Context: an optimization exercise on an open-source flow, tuned for small area. The choices shown serve that exercise and are no tape-out recipe.
RTL that was checked went through simulation tests only; none was proved equivalent to the original.
No functional check of the RTL was part of run 1.
No activity file was given, so power comes from the tool's default toggle rates.

### design.v
module pcap_multi_capture #(
    parameter int NCHAN = 4,
    parameter int DW    = 32,
    parameter int ACC_W = 64
) (
    input  logic                  clk_i,
    input  logic                  reset_i,
    input  logic                  arm_i,
    input  logic                  disarm_i,
    input  logic [1:0]            capture_edge_i,
    input  logic [5:0]            shift_sum_i,
    input  logic [2*NCHAN-1:0]    chan_mode_i,
    input  logic                  enable_i,
    input  logic                  gate_i,
    input  logic                  capture_i,
    input  logic [NCHAN*DW-1:0]   posbus_i,
    output logic [DW-1:0]         dat_o,
    output logic                  dat_valid_o,
    input  logic                  dat_ready_i,
    output logic                  actv_o,
    output logic                  done_o,
    output logic [1:0]            status_o,
    output logic [1:0]            health_o
);
    localparam int            IW       = (NCHAN > 1) ? $clog2(NCHAN) : 1;
    localparam logic [IW-1:0] LAST_IDX = IW'(NCHAN - 1);
    localparam logic [1:0] ST_IDLE  = 2'd0;
    localparam logic [1:0] ST_ARMED = 2'd1;
    localparam logic [1:0] ST_RUN   = 2'd2;
    localparam logic [1:0] ST_DRAIN = 2'd3;
    logic [1:0]    state_q, state_d;
    logic          dat_valid_q, dat_valid_d;
    logic          actv_q, done_q, done_d;
    logic [1:0]    status_q, status_d, health_q, health_d;
    logic          enable_q, capture_q;
    logic [IW-1:0] idx_q;
    logic [1:0]    pend_q;
    logic          zf_q;                        
    logic [NCHAN-1:0][DW-1:0]    prev_q;
    logic [NCHAN-1:0][ACC_W-1:0] acc_q;
    logic [NCHAN-1:0][ACC_W-1:0] res_q;         
    logic [NCHAN-1:0]            res_sum_q;     
    logic [5:0]                  sh_q;          
    logic                    edge_s, run_s, cap_s, accept_s, last_s, frame_free_s, start_s, too_close_s;
    logic                    en_rise_s, en_fall_s, end_req_s;
    logic [1:0]              end_status_s;
    logic [NCHAN-1:0][ACC_W-1:0] sum_s;
    logic [NCHAN-1:0]        ovf_s;
    always_comb begin
        case (capture_edge_i)
            2'd1:    edge_s = ~capture_i & capture_q;
            2'd2:    edge_s = capture_i ^ capture_q;
            default: edge_s = capture_i & ~capture_q;
        endcase
        run_s        = (state_q == ST_RUN);
        en_rise_s    = enable_i & ~enable_q;
        en_fall_s    = ~enable_i & enable_q;
        cap_s        = run_s & enable_i & edge_s & ~disarm_i;
        accept_s     = dat_valid_q & dat_ready_i;
        last_s       = (idx_q == LAST_IDX);
        frame_free_s = ~dat_valid_q | (accept_s & last_s);
        start_s      = cap_s & frame_free_s;
        too_close_s  = cap_s & ~frame_free_s;
    end
    logic [DW-1:0] keep_s;
    always_comb begin
        for (int i = 0; i < DW; i++) keep_s[i] = (5'(i) >= shift_sum_i[4:0]);
    end
    always_comb begin
        for (int n = 0; n < NCHAN; n++) begin
            logic [1:0]       mode;
            logic             use_acc, use_ref, use_smp;
            logic [ACC_W-1:0] a, b;
            logic [DW-1:0]    smp;
            mode    = chan_mode_i[2*n +: 2];
            smp     = posbus_i[n*DW +: DW];
            use_ref = cap_s & (mode == 2'd1);
            use_acc = ~zf_q & ~(cap_s & (mode != 2'd2));
            use_smp = gate_i | (cap_s & (mode != 2'd2));
            a[DW-1:0]     = use_acc ? acc_q[n][DW-1:0] : (use_ref ? ~prev_q[n] : '0);
            a[ACC_W-1:DW] = zf_q ? '0 : acc_q[n][ACC_W-1:DW];
            b             = use_smp ? {{(ACC_W-DW){smp[DW-1]}}, smp} : '0;
            sum_s[n]      = a + b + {{(ACC_W-1){1'b0}}, use_ref};
            ovf_s[n]      = (mode == 2'd2) & ~shift_sum_i[5] &
                            (|((sum_s[n][ACC_W-2:DW-1] ^ sum_s[n][ACC_W-1:DW]) & keep_s));
        end
    end
    always_comb begin
        state_d      = state_q;
        dat_valid_d  = dat_valid_q;
        done_d       = 1'b0;
        status_d     = status_q;
        health_d     = health_q;
        end_req_s    = 1'b0;
        end_status_s = 2'd0;
        if (accept_s & last_s) dat_valid_d = 1'b0;
        if (start_s) begin
            dat_valid_d = 1'b1;
            if ((|ovf_s) && (health_q != 2'd1)) health_d = 2'd2;
        end else if (too_close_s) begin
            health_d = 2'd1;
        end
        case (state_q)
            ST_IDLE: begin
                if (arm_i) begin
                    state_d  = ST_ARMED;
                    health_d = 2'd0;
                    status_d = 2'd0;
                end
            end
            ST_ARMED: begin
                if (disarm_i) begin
                    end_req_s    = 1'b1;
                    end_status_s = 2'd1;
                end else if (en_rise_s) begin
                    state_d = ST_RUN;
                end
            end
            ST_RUN: begin
                if (disarm_i) begin
                    end_req_s    = 1'b1;
                    end_status_s = 2'd1;
                end else if (too_close_s) begin
                    end_req_s    = 1'b1;
                    end_status_s = 2'd2;
                end else if (en_fall_s) begin
                    end_req_s    = 1'b1;
                    end_status_s = 2'd0;
                end
            end
            default: begin
                end_req_s    = 1'b1;
                end_status_s = pend_q;
            end
        endcase
        if (end_req_s) begin
            if (dat_valid_d) begin
                state_d = ST_DRAIN;
            end else begin
                state_d  = ST_IDLE;
                done_d   = 1'b1;
                status_d = end_status_s;
            end
        end
    end
    always_ff @(posedge clk_i or posedge reset_i) begin
        if (reset_i) begin
            state_q     <= ST_IDLE;
            dat_valid_q <= 1'b0;
            actv_q      <= 1'b0;
            done_q      <= 1'b0;
            status_q    <= 2'd0;
            health_q    <= 2'd0;
        end else begin
            state_q     <= state_d;
            dat_valid_q <= dat_valid_d;
            actv_q      <= (state_d != ST_IDLE);
            done_q      <= done_d;
            status_q    <= status_d;
            health_q    <= health_d;
        end
    end
    always_ff @(posedge clk_i) begin
        enable_q  <= enable_i;
        capture_q <= capture_i;
        zf_q      <= ~run_s | cap_s;
        if (end_req_s) pend_q <= end_status_s;
        if (start_s) idx_q <= '0;
        else if (accept_s) idx_q <= idx_q + 1'b1;
        acc_q <= sum_s;
        for (int n = 0; n < NCHAN; n++) begin
            if (~run_s | (start_s & (chan_mode_i[2*n +: 2] == 2'd1)))
                prev_q[n] <= posbus_i[n*DW +: DW];
        end
        if (frame_free_s) begin
            res_q <= sum_s;
            sh_q  <= shift_sum_i;
            for (int n = 0; n < NCHAN; n++)
                res_sum_q[n] <= (chan_mode_i[2*n +: 2] == 2'd2);
        end
    end
    logic [ACC_W-1:0] out_res_s, out_sh_s;
    always_comb begin
        out_res_s = res_q[idx_q];
        out_sh_s  = $signed(out_res_s) >>> (res_sum_q[idx_q] ? sh_q : 6'd0);
    end
    assign dat_o       = out_sh_s[DW-1:0];
    assign dat_valid_o = dat_valid_q;
    assign actv_o      = actv_q;
    assign done_o      = done_q;
    assign status_o    = status_q;
    assign health_o    = health_q;
endmodule
### run.sh
#!/bin/bash
# synth_recipe.tcl (not shown) runs the flow's synth.tcl, then flattens the netlist and writes it again
# the make line also repeats each setting of config.mk as NAME=value (left out here)
make -C /OpenROAD-flow-scripts/flow DESIGN_CONFIG=/design/flow/config.mk WORK_HOME=/design/flow/orfs CLKGATE_MAP_FILE= SYNTH_SCRIPT=/design/flow/synth_recipe.tcl finish
### constraint.sdc
create_clock -name core_clock -period 10.0 [get_ports {clk_i}]
set_input_delay 2.0000 -clock core_clock [delete_from_list [all_inputs] [get_ports {clk_i}]]
set_output_delay 2.0000 -clock core_clock [all_outputs]
set_load 0.01 [all_outputs]
### config.mk
export PLATFORM = sky130hd
export DESIGN_NAME = pcap_multi_capture
export DESIGN_NICKNAME = pcap_multi_capture
export VERILOG_FILES = /design/flow/design.v
export SDC_FILE = /design/flow/constraint.sdc
export NUM_CORES = 4
export LEC_CHECK = 0
export CAP_MARGIN = 20
export CORE_MARGIN = 2
export CORE_UTILIZATION = 40
export SLEW_MARGIN = 40
==> results.txt, run 1 <==
- The max-slew headroom at the worst pin is 0.353.
- The type of element capturing the critical path is a flop.
- For this block, the routed nets add up to about 150000 um of wire.
- Across the run, the number of max-cap violations was 0.
- The initial antenna violation count was 14.
- The clock drives around 670 sinks.
- STA classifies the critical path startpoint as an input port.
- Setup violations remaining at the end of the flow were counted as 0.
- The H-tree depth is 3.
- The average cell area after synthesis is ~9.6 sq um.
- Dividing the detail-routed via count by the number of cells gives ~6.
- The CTS root buffer is clkbuf_16.
- Together, buffers and inverters on the worst path number 6.
- By area the synthesized netlist is led by edfxtp_1, dfxtp_1, ha_1, mux2i_1, nand2_1.
- The core area is 109000 sq um.
- Ranked by instance count, the synthesized netlist is headed by nand2_1, edfxtp_1, a21oi_1.
- At the worst endpoint, the arrival time is 9630 ps.
- The synthesized flop and latch total is roughly 670.
- The number of distinct library cells after synthesis is around 110.
- The slowest stage of the critical path is the o311ai_4 cell.
- Summed over all failing endpoints, the final setup total negative slack is 0 ps.
- The most instantiated flip-flop cell in the synthesis netlist is edfxtp_1.
- The number of endpoints with negative hold slack in the final report is 0.
- Once detailed placement completed, the half-perimeter wirelength came to approximately 120000 um.
- On the worst path, the slowest cell contributes a delay of about 730 ps.
- The final max-slew violation count was 0.
- In the final layout, the share of cells above drive strength 1 is 0.0825.
- Hold repair after CTS inserted 0 buffers.
- The critical path is of the input port to flop type.
- After detailed routing, the average wire length per cell comes to approximately 25 um.
- The biggest area contributor in the post-synthesis netlist is edfxtp_1.
- The finished layout holds approximately 6200 standard cells, fillers aside.
- The final critical-path required period is roughly 9000 ps.
- The count of buffers from port buffering is 190.
- The die covers 112000 sq um.
- TritonCTS built the clock tree.
- The worst vdd rail ir drop is roughly 0.00013 V.
- The number of standard-cell rows in the floorplan is 121.
- By instance count, the leading cell after synthesis is nand2_1.
- The fraction of synthesis flops using an asynchronous set or reset pin is 0.0135.
- Clock-pin slew was measured on the worst setup and hold paths at 60 ps.
- The width of the die is between 300 and 400 um.
- The final period utilization is 0.910.
- The maximum count of clock buffers along a single path is 3.
- The synthesized netlist cell count is 4565.
- The global-route wire length before repair is approximately 230000 um.
- Synthesis produced a netlist with a net count of 4978.
- The global-route usage over all layers is 0.265.
- The number of flops mapped to enable cells by yosys is roughly 400.
- The combined area of all synthesized cells is approximately 44000 sq um.
- The detailed router's first-iteration violation count is 3946.
- The share of synthesized area in the top cell type comes to 0.272.
- The number of remaining DRC errors is 0.
- The share of the Yosys chip area taken by registers is 0.396.
- The buffers inserted during post-CTS setup optimization is 0.
- Summing over every cut layer, the via total after detailed routing is about 37000.
- Final hold analysis gives a worst-case slack of 517 ps.
- The transition time at the pin with the least slew margin is 960 ps.
- The cell family contributing the most delay on the critical path is compound AO/OA/AOI/OAI gates.
- In this run the power density over the cells is between 200 and 300 nW/um^2.
- The number of detailed-route iterations in the first pass is 5.
- The data required time of the worst path is ~11000 ps.
- The class of the tightest hold or removal check is flop to flop.
- After clock tree synthesis, the repair step resized 0 gates.
- Setup repair after global routing left no endpoint under its margin.
- Between clock sinks in the finished design, the worst skew comes to 40.5 ps.
- The effective utilization at floorplan is 0.402.
- Routability-driven placement finished with a final weighted congestion of a little under 1.
- The maximum frequency from static timing analysis is between 100 and 150 MHz.
- The flow ran to the end and the layout has no timing, DRC or antenna violations.
- After filler insertion, the fill cell instance count of the layout stands at ~10000.
- The area overhead of the layout relative to synthesis is 14.8%.
- The number of placed instances, taps included is between 6000 and 7000.
- The number of global-route vias before repair is about 35000.
- After the last flow step, the layout net total stands at between 5000 and 6000.
- For this run, the number of Yosys warnings is 1.
- The die extent in y is between 300 and 400 um.
- The final global-route overflow total is 0.
- Of all nets on the critical path, the largest fanout is 31.
- The static leakage is between 0.02 and 0.025 uW.
- In this run, CTS created clock tree buffers numbering around 80.
- The top-level I/O count is 191.
- Once detail routing completed, the nets flagged for antenna violations numbered 0.
- The clock latency on the worst-skew pair is roughly 670 ps.
- The pin count of the biggest net entering global routing is around 110.
- In this design, the critical path's most frequently occurring cell is buf_4.
==> final cells by class <==
cell class                      instances  area (sq um)  area share
Inverter                               84           315     0.00628
Antenna cell                            1          2.50   0.0000498
Sequential cell                       666         17400       0.345
Multi-Input combinational cell       3592         25400       0.505
Clock buffer                          102          2150      0.0429
Clock inverter                         42           494     0.00984
Timing Repair Buffer                  289          2800      0.0557
Tap cell                             1414          1770      0.0352
==> where the power goes <==
| group | leakage [uW] | switching, uW | internal [uW] |
|---|---|---|---|
| clock | 0.00128 | 1250 | 1760 |
| sequential | 0.00653 | 581 | 4180 |
| combinational | 0.0130 | 4450 | 2760 |
==> per-layer routing <==
metal | up-vias | share of wire | global-route usage
met4 | 4 | 0.032 | 0.0811
met1 | 17900 | 0.47 | 0.401
met2 | 1455 | 0.41 | 0.379
met3 | 224 | 0.087 | 0.0486
met5 | - | 0.00014 | 0
li1 | 17300 | - | -
==> placed cells by master (no fill, tap or decap), types with 53 or more instances in the layout <==
cell / netlist / layout
mux4_2: 70 / 70
nand2_1: 505 / 500
a211oi_1: 67 / 67
mux2i_1: 202 / 202
buf_4: 2 / 86
a21o_1: 113 / 113
nand3_1: 71 / 71
o21ai_0: 310 / 305
edfxtp_1: 396 / 396
a21oi_1: 362 / 362
xnor2_1: 189 / 189
nor2b_1: 284 / 280
nor2_1: 272 / 263
o21bai_1: 53 / 53
inv_1: 84 / 84
xor2_1: 111 / 111
ha_1: 257 / 257
dfxtp_1: 261 / 258
clkbuf_16: 0 / 79
nand4_1: 68 / 68
clkdlybuf4s50_1: 0 / 190
==> per-stage QoR <==
step                utilization  power [uW]  worst slack (ps)  area [sq um]
floorplan                     -        8950              1480         43800
global placement          0.436       11800               338         47400
detailed placement        0.438       11800               305         47600
CTS                       0.462       14900               979         50200
global route              0.462       15700               544         50200
finish                    0.462       15000               899         50200
==> state kept, by name, indices dropped and copies added (netlist names) <==
name and flops:
acc_q 256, res_q 256, prev_q 128, sh_q 6, res_sum_q 4, health_q 2
idx_q 2, pend_q 2, state_q 2, status_q 2, actv_q 1, capture_q 1
dat_valid_q 1, done_q 1, enable_q 1, zf_q 1
==> path summary, 6_finish.rpt <==
check | start | end | slack (ps) | depth (start not counted)
max | capture_i | health_q[1] | 900 | 28
min | health_q[1] | health_q[0] | 520 | 1
max reg2reg | capture_q | health_q[1] | 2510 | 26
min reg2reg | health_q[1] | health_q[0] | 520 | 1
max in group asynchronous | reset_i | dat_valid_q | 8120 | 2
min in group asynchronous | reset_i | done_q | 1620 | 2
==> cell families (layout without fill, tap and decap cells) <==
kind of cell	after synthesis	count (layout)	synth area share
AO/OA/AOI/OAI	1313	1313	0.193
XOR/XNOR	308	308	0.0641
adder cells (fa/ha/maj)	261	261	0.0753
buffers and inverters	307	517	0.0277
flip-flops	666	666	0.396
multiplexers	282	282	0.0848
other	0	1	0
AND/OR/NAND/NOR	1428	1428	0.158
==> inputs of run 2 (changes only) <==
--- a/design.v
+++ b/design.v
@@ -65,4 +65,10 @@
     logic [DW-1:0] keep_s;
-    always_comb begin
-        for (int i = 0; i < DW; i++) keep_s[i] = (5'(i) >= shift_sum_i[4:0]);
+    logic          chk_q;                       
+    logic [1:0]    health_s;                    
+    always_comb begin
+        for (int i = 0; i < DW; i++) keep_s[i] = (5'(i) >= sh_q[4:0]);
+        for (int n = 0; n < NCHAN; n++)
+            ovf_s[n] = res_sum_q[n] & ~sh_q[5] &
+                       (|((res_q[n][ACC_W-2:DW-1] ^ res_q[n][ACC_W-1:DW]) & keep_s));
+        health_s = (chk_q & (|ovf_s) & (health_q != 2'd1)) ? 2'd2 : health_q;
     end
@@ -74,2 +80,3 @@
             logic [DW-1:0]    smp;
+            logic             c32, sb, ao, az;
             mode    = chan_mode_i[2*n +: 2];
@@ -82,5 +89,31 @@
             b             = use_smp ? {{(ACC_W-DW){smp[DW-1]}}, smp} : '0;
-            sum_s[n]      = a + b + {{(ACC_W-1){1'b0}}, use_ref};
-            ovf_s[n]      = (mode == 2'd2) & ~shift_sum_i[5] &
-                            (|((sum_s[n][ACC_W-2:DW-1] ^ sum_s[n][ACC_W-1:DW]) & keep_s));
+            c32 = use_ref;
+            for (int j = 0; j < DW / 8; j++) begin
+                logic co, t;
+                co = (j == 0) ? use_ref : 1'b0;
+                for (int i = 8*j; i < 8*j + 8; i++) begin
+                    sum_s[n][i] = a[i] ^ b[i] ^ co;
+                    co          = (a[i] & b[i]) | (a[i] & co) | (b[i] & co);
+                end
+                if (j == 0) begin
+                    c32 = co;
+                end else begin
+                    t = 1'b1;
+                    for (int i = 8*j; i < 8*j + 8; i++) begin
+                        logic s0;
+                        s0          = sum_s[n][i];
+                        sum_s[n][i] = s0 ^ (c32 & t);
+                        t           = t & s0;
+                    end
+                    c32 = co | (c32 & t);
+                end
+            end
+            sb  = b[DW-1];
+            ao  = 1'b1;
+            az  = 1'b1;
+            for (int i = DW; i < ACC_W; i++) begin
+                sum_s[n][i] = a[i] ^ ((c32 & ~sb & ao) | (~c32 & sb & az));
+                ao = ao & a[i];
+                az = az & ~a[i];
+            end
         end
@@ -92,3 +125,3 @@
         status_d     = status_q;
-        health_d     = health_q;
+        health_d     = health_s;
         end_req_s    = 1'b0;
@@ -98,3 +131,2 @@
             dat_valid_d = 1'b1;
-            if ((|ovf_s) && (health_q != 2'd1)) health_d = 2'd2;
         end else if (too_close_s) begin
@@ -153,2 +185,3 @@
             health_q    <= 2'd0;
+            chk_q       <= 1'b0;
         end else begin
@@ -160,2 +193,3 @@
             health_q    <= health_d;
+            chk_q       <= start_s;
         end
@@ -191,3 +225,3 @@
     assign status_o    = status_q;
-    assign health_o    = health_q;
+    assign health_o    = health_s;
 endmodule
--- a/config.mk
+++ b/config.mk
@@ -10,2 +10,3 @@
 export CORE_UTILIZATION = 40
+export CTS_BUF_LIST = sky130_fd_sc_hd__clkbuf_4 sky130_fd_sc_hd__clkbuf_8
 export SLEW_MARGIN = 40
==> run 2 against run 1 <==
  * Via count fell by 22%
  * Synthesized area fell by 16%
  * Critical path depth up 8
==> results.txt, run 2 <==
- The type of element capturing the critical path is a flop.
- The footprint of the multi-input gates is 18800 sq um (-26%).
- In this design, the critical path's most frequently occurring cell is fa_1.
- The most frequent cell after synthesis is edfxtp_1.
- The number of placed instances, taps included is 4820 (-20%).
- The number of endpoints with negative hold slack in the final report was 0 (unchanged).
- The type of origin of the critical path is an input port.
- The count of buffers from port buffering is 190 (unchanged).
- The data required time of the worst path is 10520 ps (about the same).
- For this run, the leading register cell type out of synthesis is edfxtp_1.
- The kind of critical path is input port to flop.
- The synthesized netlist cell count came to 3392 (-26%).
- The maximum count of clock buffers along a single path is 3 (unchanged).
- The stage delay of the slowest cell on the critical path is 530 ps (-200 ps).
- The combined area of all synthesized cells came to 36600 sq um (-16%).
- The clock latency on the worst-skew pair is 810 ps (+140 ps).
- The share of cell area taken by muxes after synthesis is 0.0892 (+0.00438).
- TritonCTS built the clock tree.
- The final critical-path required period is 9620 ps (+521 ps).
- The main combinational cell family by area after synthesis is simple AND/OR/NAND/NOR gates.
- The power per standard cell area is 362 nW/um^2 (+21%).
- The max-capacitance violation count was 0 (unchanged).
- The final period utilization was 0.962 (+0.0521).
- The commonest cells after synthesis are edfxtp_1, nand2_1, nor2_1.
- The final hold slack was 514 ps (-3.32 ps).
- The setup-violating endpoint count in the final report was 0 (unchanged).
- The final antenna-violating net count is 0 (unchanged).
- The core area is 90300 sq um (-17%).
- The final weighted congestion in routability-driven placement is 1.00 (+1.7%).
- The number of remaining DRC errors was 0 (unchanged).
- In this run the critical register-to-register path is launched from state_q[1].
- The run finished with no timing, DRC or antenna violations.
- The total of hold buffers inserted after clock tree synthesis is 0 (unchanged).
- The number of sinks handled by clock tree synthesis is 667 (+0.15%).
- The number of standard cells in the layout, taps in and fillers out is 5057 (-18%).
- The overall die area came to 94000 sq um (-16%).
- The arrival time at the worst endpoint was 10140 ps (+510 ps).
- The compound-cell area share of the yosys netlist is 0.131 (-0.0627).
- The fraction of synthesis flops using an asynchronous set or reset pin was 0.0150 (+0.00148).
- The total CTS buffers came to 114 (+44%).
- The share of synthesized area occupied by flip-flops and latches came to 0.474 (+0.0780).
- By area the synthesized netlist is led by edfxtp_1, dfxtp_1, fa_1, mux4_2, mux2i_1.
- The net count after synthesis is 3701 (-26%).
- The global routing usage on met1 is 0.364 (-0.0374).
- The global-route wire length before repair is 169000 um (-25%).
- The routing usage on met2 is 0.335 (-0.0445).
- The fraction of final layout cells with drive strength greater than 1 is 0.189 (+0.106).
- The number of distinct library cells after synthesis came to 83 (-22%).
- The width of the die was 307 um (-8.4%).
- The most crowded layer after global routing is met1.
- The area taken by flip-flops and latches is 17400 sq um (+0.14%).
- The tree is rooted in a clkbuf_8.
- The worst vdd rail ir drop is 0.000210 V (+58%).
- The transition time at the pin with the least slew margin came to 934 ps (-26.8 ps).
- The cell type with the largest total area after synthesis is edfxtp_1.
- The worst reg-to-reg setup slack is 1380 ps (-1130 ps).
- The largest fanout of any net on the critical path is 8 (-74%).
- The worst clock skew came to 112 ps (+71.2 ps).
- The max-slew headroom at the worst pin is 0.375 (+0.0224).
- The detailed router's first-iteration violation count came to 3079 (-22%).
- The final global-route overflow total is 0 (unchanged).
- The synthesized flop and latch total is 667 (+0.15%).
- The initial antenna violation count is 8 (-6).
- The number of flops mapped to enable cells by yosys is 396 (unchanged).
- The share of the synthesized area in the top cell type was 0.325 (+0.0530).
- The worst slack at placement is -794 ps (-1100 ps).
- The maximum frequency from static timing analysis is 104 MHz (-5.4%).
- The aggregate routed wire length was 113000 um (-25%).
- The HPWL reported at the end of detailed placement was 85800 um (-28%).
- The average cell area after synthesis is 10.8 sq um (+13%).
- The number of standard-cell rows in the floorplan was 110 (-9.1%).
- The utilization after layout is 0.495 (+0.0328).
- The post-synthesis simple-gate area fraction is 0.145 (-0.0132).
- The net count of the finished layout is 4087 (-20%).
- The clock slew at the register clock pins of the worst setup and hold paths is 50 ps (about the same).
- The post-synthesis adder-cell area fraction is 0.0775 (+0.00212).
- The effective utilization at floorplan is 0.405 (+0.00297).
- The final max-slew violation count is 0 (unchanged).
- The xor and xnor fraction of the mapped netlist area is 0.0536 (-0.0105).
- The global routing usage on met3 is 0.0463 (-0.00226).
- The number of warning messages in the yosys log is 1 (unchanged).
- The post-detailed-route via-to-cell ratio is 5.69 (-4.5%).
- The final worst setup slack is 377 ps (-521 ps).
- The top-level I/O count is 191 (unchanged).
- In the layout the commonest cells are edfxtp_1, nand2_1, dfxtp_1, nor2_1, buf_4.
- The number of inserted filler cells in the final layout is 8236 (-21%).
- In the final layout, the registers with the most flip-flops are acc_q (256), res_q (256), prev_q (128).
- The worst hold path belongs to the class flop to flop.
- The number of global-route vias before repair was 27200 (-23%).
- Setup repair after global routing left no endpoint under its margin.
- The die extent in y came to 307 um (-8.4%).
- In this run the worst setup path begins at enable_i.
- The area overhead of the layout relative to synthesis is 22.1%.
- The H-tree depth is 3 (unchanged).
- The pin count of the biggest net entering global routing is 166 (+58%).
- The wire length per cell came to 22.4 um (-8.8%).
- The static leakage was 0.0174 uW (-16%).
- The setup TNS is 0 ps (unchanged).
- The startpoint of the worst hold path is acc_q[118].
- The global-route usage over all layers is 0.236 (-0.0288).
- The total number of vias is 28800 (-22%).
- The number of detailed-route iterations in the first pass came to 6 (+1).
- The library cell used most frequently in the layout, excluding fill and tap cells, is edfxtp_1.
- The standard cell with the maximum stage delay on the critical path is or4_4.
==> run 2: changes by cell type in the layout (fill, tap and decap cells not counted), moves of 47 or more <==
cell       previous run  this run
fa_1                  4        81
o21ai_0             305       173
ha_1                257        30
mux2i_1             202       144
clkbuf_8              9       138
a21o_1              113        17
nor2b_1             280        27
nand2_1             500       321
buf_4                86       249
a21oi_1             362       184
xnor2_1             189       127
o21bai_1             53         6
clkbuf_16            79         1
a211oi_1             67        19
==> run 2: kinds of logic after synthesis <==
family	count (synthesis)
flip-flops	667
AND/OR/NAND/NOR	1079
multiplexers	235
adder cells (fa/ha/maj)	157
buffers and inverters	280
XOR/XNOR	224
AO/OA/AOI/OAI	750
==> run 2: what timing repair did <==
| item | CTS | global route |
|---|---|---|
| resized for setup | 0 | 91 |
| buffers inserted | 0 | 14 |
| endpoints found under the setup margin | 0 | 114 |
==> run 2: worst max-delay path, delay by kind of cell <==
kind                       cells  cell delay, ps
AOI/OAI and AO/OA              9            1630
adders and majority gates      9            2320
buffers and inverters          9            1410
and+or+nand+nor                9            2770
==> run 2: path summary, 6_finish.rpt <==
check / to / depth (start not counted)
worst max-delay path: res_q[124] / 36
worst min-delay path: acc_q[118] / 1
worst max register to register: res_q[124] / 36
worst min register to register: acc_q[118] / 1
max in group asynchronous: chk_q / 2
min in group asynchronous: actv_q / 2
==> run 2: where the power goes <==
part / leakage [uW] / switching (uW) / internal, uW / total [uW]
registers: 0.00648 / 1270 / 4450 / 5720
clock network: 0.00139 / 1200 / 1550 / 2750
logic: 0.00957 / 4460 / 3230 / 7700
total: 0.0174 / 6940 / 9230 / 16200
==> run 2: cell type report <==
cell class | instances | share of cell area
antenna | 1 | 0.0000560
clock buffer | 175 | 0.0487
clock inverter | 43 | 0.0101
inverter | 98 | 0.00823
multi-input combinational | 2446 | 0.422
sequential | 667 | 0.389
tap | 1176 | 0.0329
timing repair buffer | 451 | 0.0896
==> run 2: per-layer routing <==
| metal | wire (um) | up-vias | part of all wire |
|---|---|---|---|
| met3 | 9670 | 198 | 0.085 |
| met1 | 53400 | 14100 | 0.47 |
| met4 | 2780 | 10 | 0.025 |
| met2 | 47300 | 1228 | 0.42 |
| li1 | - | 13300 | - |
| met5 | 74 | - | 0.00065 |
==> run 2: through the flow <==
stage / power (uW) / cell area, sq um
after global routing: 17000 / 44700
after global placement: 13100 / 41500
after CTS: 16000 / 44200
after detailed placement: 13200 / 41600
after floorplan: 10100 / 36900
final: 16200 / 44700
==> inputs of run 3 (changes only) <==
==> flow/run.sh (new file) <==
#!/bin/bash
set -e
export BUFFER_PORTS_ARGS="-buffer_cell sky130_fd_sc_hd__buf_1"
export CTS_ARGS="-sink_clustering_enable -repair_clock_nets -dont_use_dummy_load -buf_list {sky130_fd_sc_hd__clkbuf_4 sky130_fd_sc_hd__clkbuf_8}"
bash standard.sh > flow_run.log 2>&1
==> standard.sh (new file) <==
#!/bin/bash
# synth_recipe.tcl (not shown) runs the flow's synth.tcl, then flattens the netlist and writes it again
# the make line also repeats each setting of config.mk as NAME=value (left out here)
make -C /OpenROAD-flow-scripts/flow DESIGN_CONFIG=/design/flow/config.mk WORK_HOME=/design/flow/orfs CLKGATE_MAP_FILE= SYNTH_SCRIPT=/design/flow/synth_recipe.tcl "${@:-finish}"
--- a/config.mk
+++ b/config.mk
@@ -9,3 +9,3 @@
 export CORE_MARGIN = 2
-export CORE_UTILIZATION = 40
+export CORE_UTILIZATION = 60
 export CTS_BUF_LIST = sky130_fd_sc_hd__clkbuf_4 sky130_fd_sc_hd__clkbuf_8
removed: run.sh
==> run 3 against run 2 <==
  * Cell count down 11%
  * Worst setup slack got worse by 130 ps
  * Flip-flop and latch count stayed put
  * Register-to-register slack worse by 150 ps
==> results.txt, run 3 <==
- The flow ran to the end and the layout has no timing, DRC or antenna violations.
- The number of standard-cell rows in the floorplan is 90 (-18%).
- The number of remaining DRC errors is 0 (unchanged).
- The fraction of synthesis flops using an asynchronous set or reset pin came to 0.0150 (unchanged).
- The final weighted congestion in routability-driven placement is 1.02 (+1.9%).
- The share of the synthesized area in the top cell type is 0.325 (unchanged).
- The combined area of all synthesized cells came to 36600 sq um (unchanged).
- The detailed router's first-iteration violation count is 3307 (+7.4%).
- The core area is 60400 sq um (-33%).
- The worst slack at placement is -718 ps (+75.7 ps).
- The final period utilization is 0.976 (+0.0134).
- The post-detailed-placement cell area came to 39600 sq um (-4.8%).
- The overall die area was 63000 sq um (-33%).
- The count of buffers from port buffering is 190 (unchanged).
- The worst vdd rail ir drop is 0.000226 V (+7.3%).
- The largest registers in the layout are acc_q (256), res_q (256), prev_q (128).
- The initial antenna violation count was 6 (-2).
- The effective utilization at floorplan is 0.606 (+0.201).
- The global-route wire length before repair is 170000 um (+0.48%).
- The width of the die came to 251 um (-18%).
- The top-level I/O count was 191 (unchanged).
- The number of endpoints with negative hold slack in the final report is 0 (unchanged).
- Sorting the synthesized cells by area gives the leading types as edfxtp_1, dfxtp_1, fa_1, mux4_2, mux2i_1.
- The clock power share is 0.127 (-0.043).
- The commonest cells after synthesis are edfxtp_1, nand2_1, nor2_1.
- The share of synthesized area occupied by flip-flops and latches was 0.474 (unchanged).
- The CTS tree is yes.
- Compared with the post-synthesis result, the final layout area differs by 13.3%.
- The most instantiated flip-flop cell in the synthesis netlist is edfxtp_1.
- The share of total power consumed by net switching came to 0.455 (+0.0254).
- The data required time of the worst path came to 10450 ps (-70 ps).
- The number of sinks handled by clock tree synthesis is 667 (unchanged).
- The fraction of final layout cells with drive strength greater than 1 is 0.157 (-0.0315).
- The number of inserted filler cells in the final layout is 4391 (-47%).
- The number of flops mapped to enable cells by yosys is 396 (unchanged).
- The cell type with the largest total area after synthesis is edfxtp_1.
- The clock latency on the worst-skew pair is 740 ps (-70 ps).
- The HPWL reported at the end of detailed placement is 87100 um (+1.5%).
- The final worst setup slack is 243 ps (-134 ps).
- The net count of the finished layout is 4039 (-1.2%).
- The standard cell with the maximum stage delay on the critical path is fa_1.
- The net count after synthesis is 3701 (unchanged).
- The area of all placed cells without fillers is 41500 sq um (-7.2%).
- The aggregate routed wire length is 114000 um (+0.61%).
- The wire length per cell came to 25.2 um (+13%).
- The setup TNS is 0 ps (unchanged).
- The worst clock skew is 80.5 ps (-31.3 ps).
- The library cell appearing most often on the critical path is fa_2.
- The max-capacitance violation count was 0 (unchanged).
- The number of distinct library cells after synthesis is 83 (unchanged).
- The post-detailed-route via-to-cell ratio is 6.55 (+15%).
- The global-route usage over all layers came to 0.357 (+0.121).
- The transition time at the pin with the least slew margin is 883 ps (-50.8 ps).
- The static leakage is 0.0161 uW (-7.7%).
- The power per standard cell area is 363 nW/um^2 (+0.41%).
- The number of detailed-route iterations in the first pass was 6 (unchanged).
- The combinational share of power was 0.491 (+0.015).
- The kind of critical path is input port to flop.
- The total CTS buffers came to 107 (-6.1%).
- In this run the clock root is driven by a clkbuf_8.
- The H-tree depth is 3 (unchanged).
- The final global-route overflow total is 0 (unchanged).
- The area taken by flip-flops and latches is 17400 sq um (unchanged).
- The final antenna-violating net count was 0 (unchanged).
- The total number of vias is 29600 (+2.7%).
- The die extent in y came to 251 um (-18%).
- The max-slew headroom at the worst pin is 0.410 (+0.0348).
- The switching power is 6850 uW (-1.3%).
- The internal power came to 8220 uW (-11%).
- The type of origin of the critical path is an input port.
- The largest fanout of any net on the critical path is 11 (+3).
- The footprint of the multi-input gates was 18800 sq um (-0.15%).
- The clock slew at the register clock pins of the worst setup and hold paths is 60 ps (about the same).
- The library cell used most frequently in the layout, excluding fill and tap cells, is edfxtp_1.
- The setup-violating endpoint count in the final report is 0 (unchanged).
- The maximum count of clock buffers along a single path is 3 (unchanged).
- In the layout the commonest cells are edfxtp_1, nand2_1, dfxtp_1, nor2_1, buf_4.
- The synthesized netlist cell count is 3392 (unchanged).
- The number of global-route vias before repair is 28100 (+3.4%).
- The pin count of the biggest net entering global routing is 92 (-45%).
- The final critical-path required period is 9760 ps (+134 ps).
- The synthesized flop and latch total came to 667 (unchanged).
- The path class of the tightest hold or removal check is flop to flop.
- The stage delay of the slowest cell on the critical path is 460 ps (-70 ps).
- The maximum frequency from static timing analysis is 102 MHz (-1.4%).
- The average cell area after synthesis was 10.8 sq um (unchanged).
- STA classifies the critical path endpoint as a flop.
- The final max-slew violation count is 0 (unchanged).
- The sequential fraction of design power is 0.382 (+0.028).
- The number of warning messages in the yosys log was 1 (unchanged).
- The arrival time at the worst endpoint came to 10210 ps (+70 ps).
- The most frequent cell after synthesis is edfxtp_1.
[run 3: cell counts after synthesis]
Identical to the previous run, type by type.
[run 3: final timing paths]
| path | cells after the start | slack [ps] | startpoint | to |
|---|---|---|---|---|
| min | 1 | 510 | health_q[0] | health_q[1] |
| min in group asynchronous | 2 | 1330 | reset_i | status_q[0] |
| max in group asynchronous | 2 | 8230 | reset_i | chk_q |
| max | 36 | 240 | capture_i | res_q[252] |
| max reg2reg | 34 | 1230 | state_q[1] | res_q[252] |
| min reg2reg | 1 | 510 | health_q[0] | health_q[1] |
[run 3: cell type report]
| cell class | count | area share |
|---|---|---|
| clock buffers | 107 | 0.0355 |
| repair buffers | 411 | 0.0593 |
| flip-flops and latches | 667 | 0.419 |
| well taps | 782 | 0.0236 |
| multi-input cells | 2445 | 0.454 |
| inverters | 98 | 0.00887 |
| diodes | 2 | 0.000121 |
[run 3: per-stage QoR]
step	utilization	std cells	hold WS, ps	power (uW)
after global routing	0.687	4511	537	15700
after CTS	0.680	4495	513	14800
after global placement	0.655	4386	485	12600
after floorplan	-	3392	464	10100
after detailed placement	0.656	4388	500	12800
final	0.687	4512	507	15100
[run 3: cell families after synthesis]
kind of cell               Yosys count  share of synthesized area
and+or+nand+nor                   1079                      0.145
AOI/OAI and AO/OA                  750                      0.131
xor gates and xnor gates           224                     0.0536
buffers and inverters              280                     0.0295
muxes                              235                     0.0892
adders and majority gates          157                     0.0775
DFF                                667                      0.474
[run 3: repair_timing]
action,CTS,global route
buffers inserted,0,13
endpoints found under the setup margin,0,105
hold buffers,0,0
resized for setup,0,81
[run 3: metal layers]
| metal | up-vias | part of all wire | track usage |
|---|---|---|---|
| met3 | 227 | 0.12 | 0.0868 |
| li1 | 13100 | - | - |
| met5 | - | 0.00045 | 0 |
| met2 | 1595 | 0.42 | 0.509 |
| met4 | 8 | 0.027 | 0.0901 |
| met1 | 14600 | 0.43 | 0.547 |
[run 3: worst max-delay path: cells and delay by family]
family / cells / cell delay, ps
simple gates: 10 / 2660
xor+xnor: 1 / 60
buf+inv: 7 / 820
compound gates: 8 / 1430
fa+ha+maj: 10 / 3190
[run 3: power by group through the flow]
stage	registers (uW)	logic, uW	clock network, uW
3_3_place_gp	5660	6980	0
6_report	5760	7400	1910
5_1_grt	5840	7870	2040
3_5_place_dp	5700	7090	0
2_1_floorplan	5070	5050	0
4_1_cts	5680	7130	1940
==> inputs of run 4 (changes only) <==
--- a/config.mk
+++ b/config.mk
@@ -9,3 +9,3 @@
 export CORE_MARGIN = 2
-export CORE_UTILIZATION = 60
+export CORE_UTILIZATION = 40
 export CTS_BUF_LIST = sky130_fd_sc_hd__clkbuf_4 sky130_fd_sc_hd__clkbuf_8
==> run 4 against run 3 <==
  * Critical path depth is 1 lower
  * Cell area rose by 0.72%
  * Sequential share of layout area is 0.30 points lower
  * Non-clock buffer count down 12
  * Clock skew grew 46 ps
  * Flip-flop and latch count unchanged
  * Synthesized area unchanged
  * Largest power group unchanged
  * Sequential power barely moved
  * Still clean
  * Die area grew 49%
  * Critical path type unchanged
  * Highest routed layer unchanged
==> results.txt, run 4 <==
- The total CTS buffers is 111 (+3.7%).
- In the layout the commonest cells are edfxtp_1, nand2_1, dfxtp_1, nor2_1, buf_4.
- The run finished with no timing, DRC or antenna violations.
- The number of placed instances, taps included is 4780 (+8.9%).
- The number of remaining DRC errors is 0 (unchanged).
- The clock slew at the register clock pins of the worst setup and hold paths is 60 ps (about the same).
- The kind of critical path is input port to flop.
- The fraction of synthesis flops using an asynchronous set or reset pin was 0.0150 (unchanged).
- The detailed router's first-iteration violation count came to 3024 (-8.6%).
- The worst hold path begins at health_q[0].
- The max-capacitance violation count is 0 (unchanged).
- The depth of the most critical reg-to-reg path came to 33 (-2.9%).
- The fraction of final layout cells with drive strength greater than 1 was 0.144 (-0.0139).
- The pin count of the biggest net entering global routing came to 87 (-5.4%).
- The die extent in y was 307 um (+22%).
- The final period utilization came to 0.956 (-0.0196).
- The global-route usage over all layers is 0.237 (-0.120).
- The final max-slew violation count was 0 (unchanged).
- The CTS tree is yes.
- The total of hold buffers inserted after clock tree synthesis is 0 (unchanged).
- The number of inserted filler cells in the final layout is 8456 (+93%).
- The width of the die is 307 um (+22%).
- The largest fanout of any net on the critical path is 11 (unchanged).
- The setup-violating endpoint count in the final report was 0 (unchanged).
- The number of flops mapped to enable cells by yosys came to 396 (unchanged).
- The worst reg-to-reg setup slack is 1310 ps (+80 ps).
- The combined area of all synthesized cells is 36600 sq um (unchanged).
- The combined buffer and inverter count along the critical path is 7 (unchanged).
- The synthesized netlist cell count was 3392 (unchanged).
- The class of the tightest hold or removal check is flop to flop.
- The static leakage is 0.0160 uW (-0.33%).
- The number of global-route vias before repair is 26700 (-5.0%).
- The top-level I/O count is 191 (unchanged).
- The worst hold path terminates at health_q[1].
- The arrival time at the worst endpoint came to 10020 ps (-190 ps).
- STA classifies the critical path endpoint as a flop.
- The final antenna-violating net count came to 0 (unchanged).
- The wire length per cell came to 23.1 um (-8.3%).
- The core area was 90300 sq um (+50%).
- The post-detailed-placement cell area is 40100 sq um (+1.4%).
- The H-tree depth came to 3 (unchanged).
- The stage delay of the slowest cell on the critical path was 520 ps (+60 ps).
- The final weighted congestion in routability-driven placement is 1.02 (-0.43%).
- The number of standard-cell rows in the floorplan is 110 (+22%).
- edfxtp_1 takes more of the synthesized area than any other cell.
- The net count after synthesis is 3701 (unchanged).
- The post-detailed-route via-to-cell ratio came to 5.78 (-12%).
- The total power consumption of the routed design is 15000 uW (-0.25%).
- The worst vdd rail ir drop is 0.000161 V (-29%).
- The number of detailed-route iterations in the first pass was 8 (+2).
- The worst clock skew was 126 ps (+45.6 ps).
- The number of sinks handled by clock tree synthesis is 667 (unchanged).
- The maximum frequency from static timing analysis was 105 MHz (+2.0%).
- The total number of vias is 28300 (-4.3%).
- The HPWL reported at the end of detailed placement came to 87000 um (-0.11%).
- The synthesized flop and latch total came to 667 (unchanged).
- The overall die area was 94000 sq um (+49%).
- The share of the synthesized area in the top cell type is 0.325 (unchanged).
- The effective utilization at floorplan came to 0.405 (-0.201).
- The final global-route overflow total is 0 (unchanged).
- In the final layout, the registers with the most flip-flops are acc_q (256), res_q (256), prev_q (128).
- The most instantiated flip-flop cell in the synthesis netlist is edfxtp_1.
- The number of distinct library cells after synthesis is 83 (unchanged).
- The final critical-path required period came to 9560 ps (-196 ps).
- The max-slew headroom at the worst pin is 0.455 (+0.0446).
- The most common cell after layout, fill and taps aside is edfxtp_1.
- In this run the clock root is driven by a clkbuf_8.
- The clock latency on the worst-skew pair was 800 ps (+60 ps).
- The net count of the finished layout is 4031 (-0.20%).
- The number of endpoints with negative hold slack in the final report is 0 (unchanged).
- The global-route wire length before repair is 168000 um (-0.93%).
- The power per standard cell area is 360 nW/um^2 (-0.96%).
- The maximum count of clock buffers along a single path is 3 (unchanged).
- The initial antenna violation count is 7 (+1).
- The area of all placed cells without fillers is 41800 sq um (+0.72%).
- The reg-to-reg critical path startpoint is state_q[1].
- The aggregate routed wire length came to 113000 um (-0.45%).
- By count the netlist is led by edfxtp_1, nand2_1, nor2_1.
- The transition time at the pin with the least slew margin is 818 ps (-64.7 ps).
- After synthesis, the cell types taking the most area are edfxtp_1, dfxtp_1, fa_1, mux4_2, mux2i_1.
- The worst hold path cell count is 1 (unchanged).
- The data required time of the worst path is 10460 ps (about the same).
- The share of synthesized area occupied by flip-flops and latches was 0.474 (unchanged).
- The number of warning messages in the yosys log is 1 (unchanged).
- Relative to the synthesized area, the layout overhead comes to 14.1%.
- The setup TNS is 0 ps (unchanged).
- The average cell area after synthesis is 10.8 sq um (unchanged).
- The count of buffers from port buffering is 190 (unchanged).
- The worst register-to-register path ends at res_q[107].
- The slowest stage of the critical path is the or4_1 cell.
- The worst setup path is launched from an input port.
- The family with the most delay on the worst path is adder cells.
- The number of standard cells in the layout, taps in and fillers out is 4899 (+8.6%).
- The most frequent cell after synthesis is edfxtp_1.
[run 4: cell counts after synthesis]
No cell type changed its count.
[run 4: kinds of logic (layout without fill, tap and decap cells)]
kind of cell | after synthesis | after routing | synth area share
AOI/OAI and AO/OA | 750 | 750 | 0.131
xor gates and xnor gates | 224 | 224 | 0.0536
adders and majority gates | 157 | 157 | 0.0775
buffers and inverters | 280 | 608 | 0.0295
DFF | 667 | 667 | 0.474
muxes | 235 | 235 | 0.0892
other | 0 | 3 | 0
and+or+nand+nor | 1079 | 1079 | 0.145
[run 4: cell type report]
type	instances	area, sq um	area share
well taps	1176	1470	0.0352
inverters	98	370	0.00887
clock buffers	111	1530	0.0366
flip-flops and latches	667	17400	0.416
multi-input cells	2445	18600	0.446
diodes	3	7.51	0.000180
repair buffers	399	2400	0.0574
[run 4: routing by layer]
metal | track usage | up-vias | wire length [um]
met5 | 0 | - | 28
met4 | 0.0741 | 4 | 3320
met3 | 0.0399 | 204 | 8920
li1 | - | 13100 | -
met2 | 0.332 | 1147 | 46400
met1 | 0.369 | 13900 | 54700
[run 4: worst max path at each step]
stage / startpoint / end / depth (start not counted)
floorplan: capture_i / res_q[63] / 38
global placement: capture_i / res_q[127] / 34
detailed placement: capture_i / res_q[127] / 35
CTS: capture_i / res_q[127] / 35
global route: capture_edge_i[0] / res_q[47] / 42
finish: capture_i / res_q[107] / 35
[run 4: what timing repair did]
| item | in CTS | in global routing |
|---|---|---|
| endpoints found under the setup margin | 0 | 15 |
| gates resized for setup | 0 | 18 |
| buffers inserted | 0 | 5 |
[run 4: power breakdown]
part | switching, uW | total (uW) | internal, uW
clock | 998 | 1970 | 967
combinational | 4490 | 7320 | 2830
sequential | 1290 | 5740 | 4460
[run 4: stage by stage]
stage                     hold WS (ps)  setup WS, ps  utilization
after CTS                          517           414        0.461
after floorplan                    464         -18.7            -
after global routing               544         -6.53        0.463
after detailed placement           502          -325        0.444
final                              518           439        0.463
after global placement             500          -258        0.443
==> inputs of run 5 (changes only) <==
==> flow/run.sh (replaced) <==
#!/bin/bash
set -e
export BUFFER_PORTS_ARGS="-buffer_cell sky130_fd_sc_hd__buf_1"
export CTS_ARGS="-sink_clustering_enable -repair_clock_nets -dont_use_dummy_load -sink_clustering_size 14 -sink_clustering_max_diameter 80 -buf_list {sky130_fd_sc_hd__clkbuf_4 sky130_fd_sc_hd__clkbuf_8}"
bash standard.sh > flow_run.log 2>&1
==> run 5 against run 4 <==
  * Die area did not move
  * Via count fell by 0.93%
  * Still clean
  * Wire length is 0.55% lower
  * Power shrank 4.0%
  * Global-route usage is 0.25 points lower
  * Non-clock buffer count decreased by 1
  * Combinational power about the same
  * Clock-buffer cell count down 55
  * Synthesized area is the same
==> results.txt, run 5 <==
- The global routing usage on met1 came to 0.370 (+0.00103).
- The net count after synthesis is 3701 (unchanged).
- In the synthesized netlist, the cells that appear most often are edfxtp_1, nand2_1, nor2_1.
- The wire length per cell is 23.3 um (+0.55%).
- The number of warning messages in the yosys log was 1 (unchanged).
- The fraction of synthesis flops using an asynchronous set or reset pin is 0.0150 (unchanged).
- The final critical-path required period was 9540 ps (-21.5 ps).
- The final period utilization is 0.954 (-0.00215).
- The post-detailed-route via-to-cell ratio came to 5.78 (+0.17%).
- The final global-route overflow total is 0 (unchanged).
- The largest fanout of any net on the critical path is 11 (unchanged).
- The total CTS buffers is 56 (-50%).
- TritonCTS built the clock tree.
- The max-slew headroom at the worst pin is 0.454 (-0.000803).
- The overall die area is 94000 sq um (unchanged).
- By area the synthesized netlist is led by edfxtp_1, dfxtp_1, fa_1, mux4_2, mux2i_1.
- The maximum frequency from static timing analysis is 105 MHz (+0.23%).
- The final antenna-violating net count is 0 (unchanged).
- Relative to the synthesized area, the layout overhead comes to 12.1%.
- The number of placed instances, taps included came to 4780 (unchanged).
- The pin count of the biggest net entering global routing was 87 (unchanged).
- edfxtp_1 is the most common cell in the netlist.
- The number of standard cells in the layout, taps in and fillers out came to 4845 (-1.1%).
- The top-level I/O count is 191 (unchanged).
- The most used flip-flop cell after synthesis is edfxtp_1.
- The power per standard cell area is 352 nW/um^2 (-2.3%).
- The routing usage on met2 is 0.331 (-0.00111).
- The worst clock skew is 107 ps (-19.5 ps).
- The net count of the finished layout is 3975 (-1.4%).
- The maximum count of clock buffers along a single path came to 3 (unchanged).
- The detailed router's first-iteration violation count is 3021 (-0.099%).
- The average cell area after synthesis is 10.8 sq um (unchanged).
- STA classifies the critical path startpoint as an input port.
- The global-route wire length before repair is 167000 um (-0.73%).
- The number of global-route vias before repair came to 26200 (-1.8%).
- The initial antenna violation count is 8 (+1).
- The max-capacitance violation count is 0 (unchanged).
- The cell type with the largest total area after synthesis is edfxtp_1.
- The total of hold buffers inserted after clock tree synthesis is 0 (unchanged).
- The number of remaining DRC errors came to 0 (unchanged).
- The die extent in y is 307 um (unchanged).
- The total number of vias is 28000 (-0.93%).
- The final max-slew violation count is 0 (unchanged).
- The library cells used most frequently in the layout, excluding fill and tap cells, are edfxtp_1, nand2_1, dfxtp_1, nor2_1, buf_4.
- The clock slew at the register clock pins of the worst setup and hold paths was 90 ps (+30 ps).
- The global-route usage over all layers is 0.234 (-0.00248).
- The H-tree depth is 2 (-1).
- In the final layout, the registers with the most flip-flops are acc_q (256), res_q (256), prev_q (128).
- The number of endpoints with negative hold slack in the final report is 0 (unchanged).
- The share of the synthesized area in the top cell type is 0.325 (unchanged).
- The aggregate routed wire length came to 113000 um (-0.55%).
- The tightest min-delay check is of the flop to flop type.
- The global routing usage on met3 is 0.0353 (-0.00462).
- The number of sinks handled by clock tree synthesis was 667 (unchanged).
- The number of flops mapped to enable cells by yosys was 396 (unchanged).
- The number of distinct library cells after synthesis was 83 (unchanged).
- The number of detailed-route iterations in the first pass came to 6 (-2).
- The core area came to 90300 sq um (unchanged).
- The area of all placed cells without fillers is 41000 sq um (-1.8%).
- The library cell used most frequently in the layout, excluding fill and tap cells, is edfxtp_1.
- The count of buffers from port buffering is 190 (unchanged).
- The fraction of final layout cells with drive strength greater than 1 came to 0.132 (-0.0120).
- The width of the die was 307 um (unchanged).
- The CTS root buffer is clkbuf_8.
- The number of standard-cell rows in the floorplan came to 110 (unchanged).
- The data required time of the worst path was 10420 ps (-40 ps).
- STA classifies the critical path endpoint as a flop.
- The setup-violating endpoint count in the final report is 0 (unchanged).
- The stage delay of the slowest cell on the critical path is 530 ps (about the same).
- Setup repair after global routing could not meet its margin everywhere.
- For this design, the slowest cell found on the critical path is or4_1.
- The worst hold path cell count was 1 (unchanged).
- The final weighted congestion in routability-driven placement is 1.02 (unchanged).
- The synthesized netlist cell count is 3392 (unchanged).
- The effective utilization at floorplan is 0.405 (unchanged).
- The arrival time at the worst endpoint was 9950 ps (-70 ps).
- The depth of the most critical reg-to-reg path is 33 (unchanged).
- The worst reg-to-reg setup slack is 1380 ps (+70 ps).
- The HPWL reported at the end of detailed placement was 87000 um (unchanged).
- The critical path in this run is classified as input port to flop.
- The worst vdd rail ir drop is 0.000161 V (+0.12%).
- The combined area of all synthesized cells is 36600 sq um (unchanged).
- The clock latency on the worst-skew pair is 740 ps (-60 ps).
- met1 is the most crowded layer.
- The static leakage is 0.0156 uW (-2.5%).
- The share of synthesized area occupied by flip-flops and latches is 0.474 (unchanged).
- The setup TNS was 0 ps (unchanged).
- The total power consumption of the routed design is 14400 uW (-4.0%).
- The run finished with no timing, DRC or antenna violations.
- The transition time at the pin with the least slew margin came to 819 ps (+1.20 ps).
- The synthesized flop and latch total is 667 (unchanged).
- The post-detailed-placement cell area is 40100 sq um (unchanged).
run 5: cell counts after synthesis:
No cell type changed its count.
run 5: cell type report:
cell class	instances	area (sq um)
sequential	667	17400
fill	8516	49300
timing repair buffer	398	2390
multi-input combinational	2445	18600
clock buffer	56	771
antenna	5	12.5
tap	1176	1470
inverter	98	370
run 5: repair_timing:
| item | in CTS | in global routing |
|---|---|---|
| endpoints found under the hold margin | 0 | 0 |
| setup buffers | 0 | 4 |
| setup endpoints to repair | 0 | 24 |
| resized for setup | 0 | 22 |
run 5: cell families (layout without fill, tap and decap cells):
group,count (synthesis),in the layout,share of synthesized area
and+or+nand+nor,1079,1079,0.145
AOI/OAI and AO/OA,750,750,0.131
DFF,667,667,0.474
buffers and inverters,280,552,0.0295
muxes,235,235,0.0892
xor gates and xnor gates,224,224,0.0536
adders and majority gates,157,157,0.0775
other,0,5,0
run 5: path summary, 6_finish.rpt:
kind	start	to
min in group asynchronous	reset_i	actv_q
max reg2reg	state_q[1]	res_q[107]
max	capture_i	res_q[107]
min	acc_q[118]	acc_q[118]
min reg2reg	acc_q[118]	acc_q[118]
max in group asynchronous	reset_i	done_q
run 5: metal layers:
metal | up-vias | part of all wire
met1 | 13800 | 0.49
met5 | - | 0.00023
met2 | 1109 | 0.41
met3 | 162 | 0.078
met4 | 4 | 0.025
li1 | 13000 | -
run 5: where the power goes:
part,switching [uW],leakage (uW),internal [uW],total [uW]
registers,1290,0.00648,4440,5730
logic,4490,0.00877,2830,7320
clock network,881,0.000403,498,1380
total,6660,0.0156,7770,14400
run 5: critical path, delay by kind of cell:
kind | cells | cell delay [ps]
adder cells (fa/ha/maj) | 10 | 3160
AO/OA/AOI/OAI | 7 | 1110
buffers and inverters | 7 | 670
AND/OR/NAND/NOR | 11 | 3010
run 5: through the flow:
stage | worst slack, ps | hold slack [ps] | util
6_report | 461 | 525 | 0.454
5_1_grt | -22.4 | 546 | 0.454
4_1_cts | 374 | 522 | 0.453
3_5_place_dp | -325 | 502 | 0.444
3_3_place_gp | -258 | 500 | 0.443
2_1_floorplan | -18.7 | 464 | -
==> inputs of run 6 (changes only) <==
--- a/flow/run.sh
+++ b/flow/run.sh
@@ -3,2 +3,3 @@
 export BUFFER_PORTS_ARGS="-buffer_cell sky130_fd_sc_hd__buf_1"
+export RECOVER_POWER=100
 export CTS_ARGS="-sink_clustering_enable -repair_clock_nets -dont_use_dummy_load -sink_clustering_size 14 -sink_clustering_max_diameter 80 -buf_list {sky130_fd_sc_hd__clkbuf_4 sky130_fd_sc_hd__clkbuf_8}"
==> run 6 against run 5 <==
  * Clock skew is 2.8 ps higher
  * Still clean
  * Synthesized cell count stayed put
  * Highest routed layer unchanged
  * Core utilization hardly changed
  * Critical path depth stayed put
  * Combinational power hardly changed
  * Power hardly changed
==> results.txt, run 6 <==
- The maximum frequency from static timing analysis came to 105 MHz (about the same).
- The detailed router's first-iteration violation count came to 3024 (+0.099%).
- The data required time of the worst path is 10410 ps (about the same).
- The biggest area contributor in the post-synthesis netlist is edfxtp_1.
- The main combinational cell family by area after synthesis is simple AND/OR/NAND/NOR gates.
- The slowest stage of the critical path is the or4_1 cell.
- The pin count of the biggest net entering global routing is 87 (unchanged).
- The final critical-path required period is 9540 ps (+0.0730 ps).
- The HPWL reported at the end of detailed placement came to 87000 um (unchanged).
- The count of buffers from port buffering is 190 (unchanged).
- The combined buffer and inverter count along the critical path is 7 (unchanged).
- The number of global-route vias before repair is 26200 (unchanged).
- The global-route usage over all layers is 0.234 (unchanged).
- The post-synthesis adder-cell area fraction is 0.0775 (unchanged).
- The net count of the finished layout is 3975 (unchanged).
- The number of endpoints with negative hold slack in the final report is 0 (unchanged).
- The arrival time at the worst endpoint came to 9950 ps (about the same).
- The max-capacitance violation count is 0 (unchanged).
- The post-synthesis simple-gate area fraction is 0.145 (unchanged).
- The utilization after layout is 0.454 (about the same).
- The library cells used most frequently in the layout, excluding fill and tap cells, are edfxtp_1, nand2_1, dfxtp_1, nor2_1, buf_4.
- The run finished with no timing, DRC or antenna violations.
- The fraction of final layout cells with drive strength greater than 1 is 0.131 (-0.000273).
- The largest registers in the layout are acc_q (256), res_q (256), prev_q (128).
- The share of the synthesized area in the top cell type was 0.325 (unchanged).
- The number of distinct library cells after synthesis is 83 (unchanged).
- The maximum count of clock buffers along a single path is 3 (unchanged).
- The stage delay of the slowest cell on the critical path is 530 ps (about the same).
- The combined area of all synthesized cells is 36600 sq um (unchanged).
- By area the synthesized netlist is led by edfxtp_1, dfxtp_1, fa_1, mux4_2, mux2i_1.
- The compound-cell area share of the yosys netlist is 0.131 (unchanged).
- The total CTS buffers is 56 (unchanged).
- STA classifies the critical path endpoint as a flop.
- The CTS tree is yes.
- The critical path is of the input port to flop type.
- The share of cell area taken by muxes after synthesis was 0.0892 (unchanged).
- The number of standard-cell rows in the floorplan is 110 (unchanged).
- The die extent in y is 307 um (unchanged).
- The worst clock skew is 109 ps (+2.81 ps).
- The H-tree depth came to 2 (unchanged).
- Clock tree synthesis selected as its root buffer the cell clkbuf_8.
- The most instantiated flip-flop cell in the synthesis netlist is edfxtp_1.
- The effective utilization at floorplan is 0.405 (unchanged).
- The worst hold path belongs to the class flop to flop.
- The number of placed instances, taps included came to 4780 (unchanged).
- The width of the die was 307 um (unchanged).
- The post-detailed-placement cell area is 40100 sq um (unchanged).
- The xor and xnor fraction of the mapped netlist area is 0.0536 (unchanged).
- The final global-route overflow total came to 0 (unchanged).
- The total number of vias is 28000 (-0.18%).
- The net count after synthesis came to 3701 (unchanged).
- The clock latency on the worst-skew pair is 740 ps (about the same).
- The most common cell after layout, fill and taps aside is edfxtp_1.
- The average cell area after synthesis came to 10.8 sq um (unchanged).
- The core area is 90300 sq um (unchanged).
- The wire length per cell came to 23.3 um (about the same).
- The max-slew headroom at the worst pin is 0.451 (-0.00330).
- The static leakage is 0.0156 uW (about the same).
- STA classifies the critical path startpoint as an input port.
- The final weighted congestion in routability-driven placement is 1.02 (unchanged).
- The post-detailed-route via-to-cell ratio is 5.78 (-0.16%).
- The worst slack at placement is -325 ps (unchanged).
- Setup repair after global routing could not meet its margin everywhere.
- The transition time at the pin with the least slew margin is 824 ps (+4.95 ps).
- The final antenna-violating net count was 0 (unchanged).
- The total of hold buffers inserted after clock tree synthesis was 0 (unchanged).
- The aggregate routed wire length is 113000 um (about the same).
- The synthesized netlist cell count came to 3392 (unchanged).
- The number of flops mapped to enable cells by yosys is 396 (unchanged).
- The area of all placed cells without fillers came to 41000 sq um (about the same).
- The synthesized flop and latch total was 667 (unchanged).
- By count the netlist is led by edfxtp_1, nand2_1, nor2_1.
- The power per standard cell area came to 352 nW/um^2 (about the same).
- The setup-violating endpoint count in the final report came to 0 (unchanged).
- The clock slew at the register clock pins of the worst setup and hold paths is 90 ps (about the same).
- The global-route wire length before repair is 167000 um (unchanged).
- The final worst setup slack is 461 ps (-0.0730 ps).
- The number of detailed-route iterations in the first pass came to 5 (-1).
- The overall die area was 94000 sq um (unchanged).
- edfxtp_1 is the most common cell in the netlist.
- The fraction of synthesis flops using an asynchronous set or reset pin is 0.0150 (unchanged).
- The share of synthesized area occupied by flip-flops and latches was 0.474 (unchanged).
- The top-level I/O count is 191 (unchanged).
- The final period utilization is 0.954 (about the same).
- The number of remaining DRC errors is 0 (unchanged).
- The largest fanout of any net on the critical path is 11 (unchanged).
- The number of sinks handled by clock tree synthesis was 667 (unchanged).
- The kind of cell with the highest combined delay along the critical path is adder cells.
- The number of standard cells in the layout, taps in and fillers out came to 4844 (-0.021%).
- The number of warning messages in the yosys log is 1 (unchanged).
- The final max-slew violation count is 0 (unchanged).
- The area overhead of the layout relative to synthesis is 12.1% (about the same).
- The initial antenna violation count is 8 (unchanged).
- The worst vdd rail ir drop is 0.000161 V (-0.14%).
==> run 6: cell counts after synthesis <==
Identical to the previous run, type by type.
==> run 6: cell families after synthesis <==
logic type,after synthesis
simple gates,1079
compound gates,750
flops,667
buf+inv,280
mux,235
xor+xnor,224
fa+ha+maj,157
==> run 6: area by class of cell <==
cell class / count / area [sq um]
diodes: 4 / 10.0
clock buffers: 56 / 771
fillers: 8516 / 49300
inverters: 98 / 370
multi-input cells: 2445 / 18600
flip-flops and latches: 667 / 17400
well taps: 1176 / 1470
repair buffers: 398 / 2390
==> run 6: what timing repair did <==
item                       CTS  global route
gates resized for setup      0            22
setup endpoints to repair    0            24
setup buffers                0             4
hold endpoints to repair     0             0
==> run 6: worst register-to-register path, delay by kind of cell, from the launching register on <==
kind,cells,cell delay [ps]
and+or+nand+nor,12,3200
buffers and inverters,6,780
DFF,1,490
AOI/OAI and AO/OA,6,1030
adders and majority gates,9,2880
==> run 6: metrics by stage <==
stage                     setup TNS [ps]  hold WS (ps)  total power [uW]
after floorplan                    -40.5           464             10100
after global placement             -6180           500             12800
after detailed placement          -12890           502             12900
after CTS                              0           522             14300
after global routing               -22.4           546             15200
final                                  0           525             14400
==> run 6: metal layers <==
metal  track usage  vias up  part of all wire
met3        0.0353      158             0.077
li1              -    12900                 -
met1         0.370    13800              0.49
met2         0.331     1062              0.41
met4        0.0627        6             0.025
met5             0        -           0.00035
==> run 6: path summary, 6_finish.rpt <==
path | startpoint | to | slack, ps | depth (start not counted)
worst max-delay path | capture_i | res_q[107] | 460 | 35
worst max register to register | state_q[1] | res_q[107] | 1380 | 33
worst min register to register | acc_q[118] | acc_q[118] | 530 | 1
worst min-delay path | acc_q[118] | acc_q[118] | 530 | 1
min in group asynchronous | reset_i | actv_q | 1370 | 2
max in group asynchronous | reset_i | done_q | 8210 | 2
==> run 6: report_power, final <==
group | leakage, uW | switching, uW | internal, uW
combinational | 0.00876 | 4490 | 2830
clock | 0.000403 | 881 | 498
sequential | 0.00648 | 1290 | 4440
==> inputs of run 7 (changes only) <==
==> flow/run.sh (replaced) <==
#!/bin/bash
set -e
export BUFFER_PORTS_ARGS="-buffer_cell sky130_fd_sc_hd__buf_1"
export CTS_ARGS="-sink_clustering_enable -repair_clock_nets -dont_use_dummy_load -sink_clustering_size 14 -sink_clustering_max_diameter 80 -buf_list {sky130_fd_sc_hd__clkbuf_4 sky130_fd_sc_hd__clkbuf_8}"
bash standard.sh > flow_run.log 2>&1
--- a/config.mk
+++ b/config.mk
@@ -7,3 +7,3 @@
 export LEC_CHECK = 0
-export CAP_MARGIN = 20
+export CAP_MARGIN = 10
 export CORE_MARGIN = 2
@@ -11,2 +11,2 @@
 export CTS_BUF_LIST = sky130_fd_sc_hd__clkbuf_4 sky130_fd_sc_hd__clkbuf_8
-export SLEW_MARGIN = 40
+export SLEW_MARGIN = 10
==> run 7 against run 6 <==
  * Critical path depth is 1 higher
  * Still clean
  * Global-route usage is essentially flat
  * Critical path type unchanged
  * Cell area shrank 0.20%
  * Combinational power decreased by 0.5%
  * Core utilization fell by 0.091 points
==> results.txt, run 7 <==
- The net count after synthesis is 3701 (unchanged).
- The setup-violating endpoint count in the final report is 0 (unchanged).
- The type of element capturing the critical path is a flop.
- The final critical-path required period is 9680 ps (+142 ps).
- The number of inserted filler cells in the final layout was 8601 (+1.0%).
- The worst setup path is launched from an input port.
- The post-synthesis adder-cell area fraction is 0.0775 (unchanged).
- The HPWL reported at the end of detailed placement is 86800 um (-0.21%).
- The setup TNS is 0 ps (unchanged).
- Yosys instantiated no cell more often than edfxtp_1.
- The worst vdd rail ir drop is 0.000194 V (+21%).
- The maximum frequency from static timing analysis is 103 MHz (-1.5%).
- The synthesized netlist cell count is 3392 (unchanged).
- The compound-cell area share of the yosys netlist is 0.131 (unchanged).
- The kind of critical path is input port to flop.
- The run finished with no timing, DRC or antenna violations.
- The count of buffers from port buffering came to 190 (unchanged).
- The arrival time at the worst endpoint was 10220 ps (+270 ps).
- The width of the die is 307 um (unchanged).
- The data required time of the worst path is 10530 ps (+120 ps).
- The share of the synthesized area in the top cell type came to 0.325 (unchanged).
- The total of hold buffers inserted after clock tree synthesis is 0 (unchanged).
- The effective utilization at floorplan is 0.405 (unchanged).
- The largest fanout of any net on the critical path came to 7 (-4).
- The net count of the finished layout is 3974 (-0.025%).
- The H-tree depth is 2 (unchanged).
- The die extent in y came to 307 um (unchanged).
- The global-route usage over all layers is 0.234 (-0.000319).
- The final antenna-violating net count is 0 (unchanged).
- The number of distinct library cells after synthesis came to 83 (unchanged).
- The aggregate routed wire length was 113000 um (+0.17%).
- The transition time at the pin with the least slew margin is 1100 ps (+279 ps).
- The detailed router's first-iteration violation count is 3030 (+0.20%).
- The total CTS buffers came to 56 (unchanged).
- The number of endpoints with negative hold slack in the final report is 0 (unchanged).
- The synthesized flop and latch total came to 667 (unchanged).
- The pin count of the biggest net entering global routing is 87 (unchanged).
- The fraction of synthesis flops using an asynchronous set or reset pin came to 0.0150 (unchanged).
- The number of flops mapped to enable cells by yosys is 396 (unchanged).
- The area overhead of the layout relative to synthesis is 11.8%.
- In the layout the commonest cells are edfxtp_1, nand2_1, dfxtp_1, nor2_1, buf_4.
- Setup repair after global routing could not meet its margin everywhere.
- The CTS root buffer is clkbuf_8.
- The clock slew at the register clock pins of the worst setup and hold paths is 100 ps (about the same).
- By count the netlist is led by edfxtp_1, nand2_1, nor2_1.
- The stage delay of the slowest cell on the critical path is 500 ps (-30 ps).
- The CTS tree is yes.
- The final max-slew violation count is 0 (unchanged).
- After synthesis, the largest family of logic cells by area is simple AND/OR/NAND/NOR gates.
-- run 7: cell counts after synthesis --
No cell type changed its count.
-- run 7: cell type report --
type                       count  share of cell area
clock buffer                  56              0.0188
inverter                      98             0.00899
antenna                        1           0.0000611
timing repair buffer         397              0.0571
multi-input combinational   2445               0.455
sequential                   667               0.424
tap                         1176              0.0359
-- run 7: cell families (layout without fill, tap and decap cells) --
kind of cell,after synthesis,after routing
AND/OR/NAND/NOR,1079,1079
flip-flops,667,667
buffers and inverters,280,551
XOR/XNOR,224,224
other,0,1
AO/OA/AOI/OAI,750,750
adder cells (fa/ha/maj),157,157
multiplexers,235,235
-- run 7: metrics by stage --
stage	std cells	util	total power (uW)	worst slack, ps	hold WS, ps
after global placement	4774	0.443	12800	-258	500
after global routing	4840	0.453	15200	-52.9	551
after CTS	4830	0.452	14200	383	507
after detailed placement	4774	0.443	12800	-334	497
final	4840	0.453	14400	319	502
after floorplan	3392	-	10100	-18.7	464
-- run 7: per-layer routing --
metal / vias up / track usage / share of wire
met3: 157 / 0.0366 / 0.077
met1: 13700 / 0.367 / 0.49
li1: 12900 / - / -
met4: 8 / 0.0645 / 0.027
met2: 1039 / 0.331 / 0.41
met5: - / 0 / 0.00053
-- run 7: final timing paths --
check,start,cells past startpoint,endpoint,slack [ps]
setup / recovery,capture_i,36,res_q[190],320
hold / removal,acc_q[118],1,acc_q[118],500
setup reg to reg,state_q[1],34,res_q[190],1220
hold reg to reg,acc_q[118],1,acc_q[118],500
max in group asynchronous,reset_i,2,chk_q,8190
min in group asynchronous,reset_i,2,state_q[0],1350
-- run 7: what timing repair did --
action                     in CTS  in global routing
gates resized for setup         0                 26
setup endpoints to repair       0                 28
buffers inserted                0                  8
-- run 7: worst max-delay path, delay by kind of cell --
kind / cells / cell delay [ps]
AO/OA/AOI/OAI: 7 / 950
buffers and inverters: 7 / 790
AND/OR/NAND/NOR: 11 / 3020
adder cells (fa/ha/maj): 10 / 3100
multiplexers: 1 / 340
-- run 7: where the power goes --
part | total (uW) | leakage, uW | switching [uW] | internal, uW
registers | 5740 | 0.00648 | 1290 | 4450
logic | 7280 | 0.00873 | 4480 | 2790
clock network | 1380 | 0.000403 | 883 | 498
total | 14400 | 0.0156 | 6650 | 7740

-- separate check: timing with driven ports --
The results above use ideal ports. As a check the final layouts listed here were re-extracted and re-timed, cells and wires unchanged.
Step 1 assumes that a clkbuf_16 drives the clock port and a buf_2 every other input.
Step 2, shift: input delay + t, output delay - t, t = (earliest + latest rising clock arrival at the registers) / 2. This alone moves slack from input paths to output paths.
Slacks: no drivers / after step 1 / after step 2; pairs: no drivers / after step 1.
run | t, ns | setup slack, ns
run 1 | 0.722 | 0.899 / 0.938 / 0.216
run 2 | 0.813 | 0.377 / 0.411 / -0.402
run 3 | 0.760 | 0.243 / 0.281 / -0.478
run 4 | 0.800 | 0.439 / 0.477 / -0.323
run 5 | 0.751 | 0.461 / 0.499 / -0.252
run 6 | 0.750 | 0.461 / 0.499 / -0.251
run 7 | 0.742 | 0.319 / 0.359 / -0.384
Met with ideal ports but missed after step 2: setup timing in 6 of these runs.
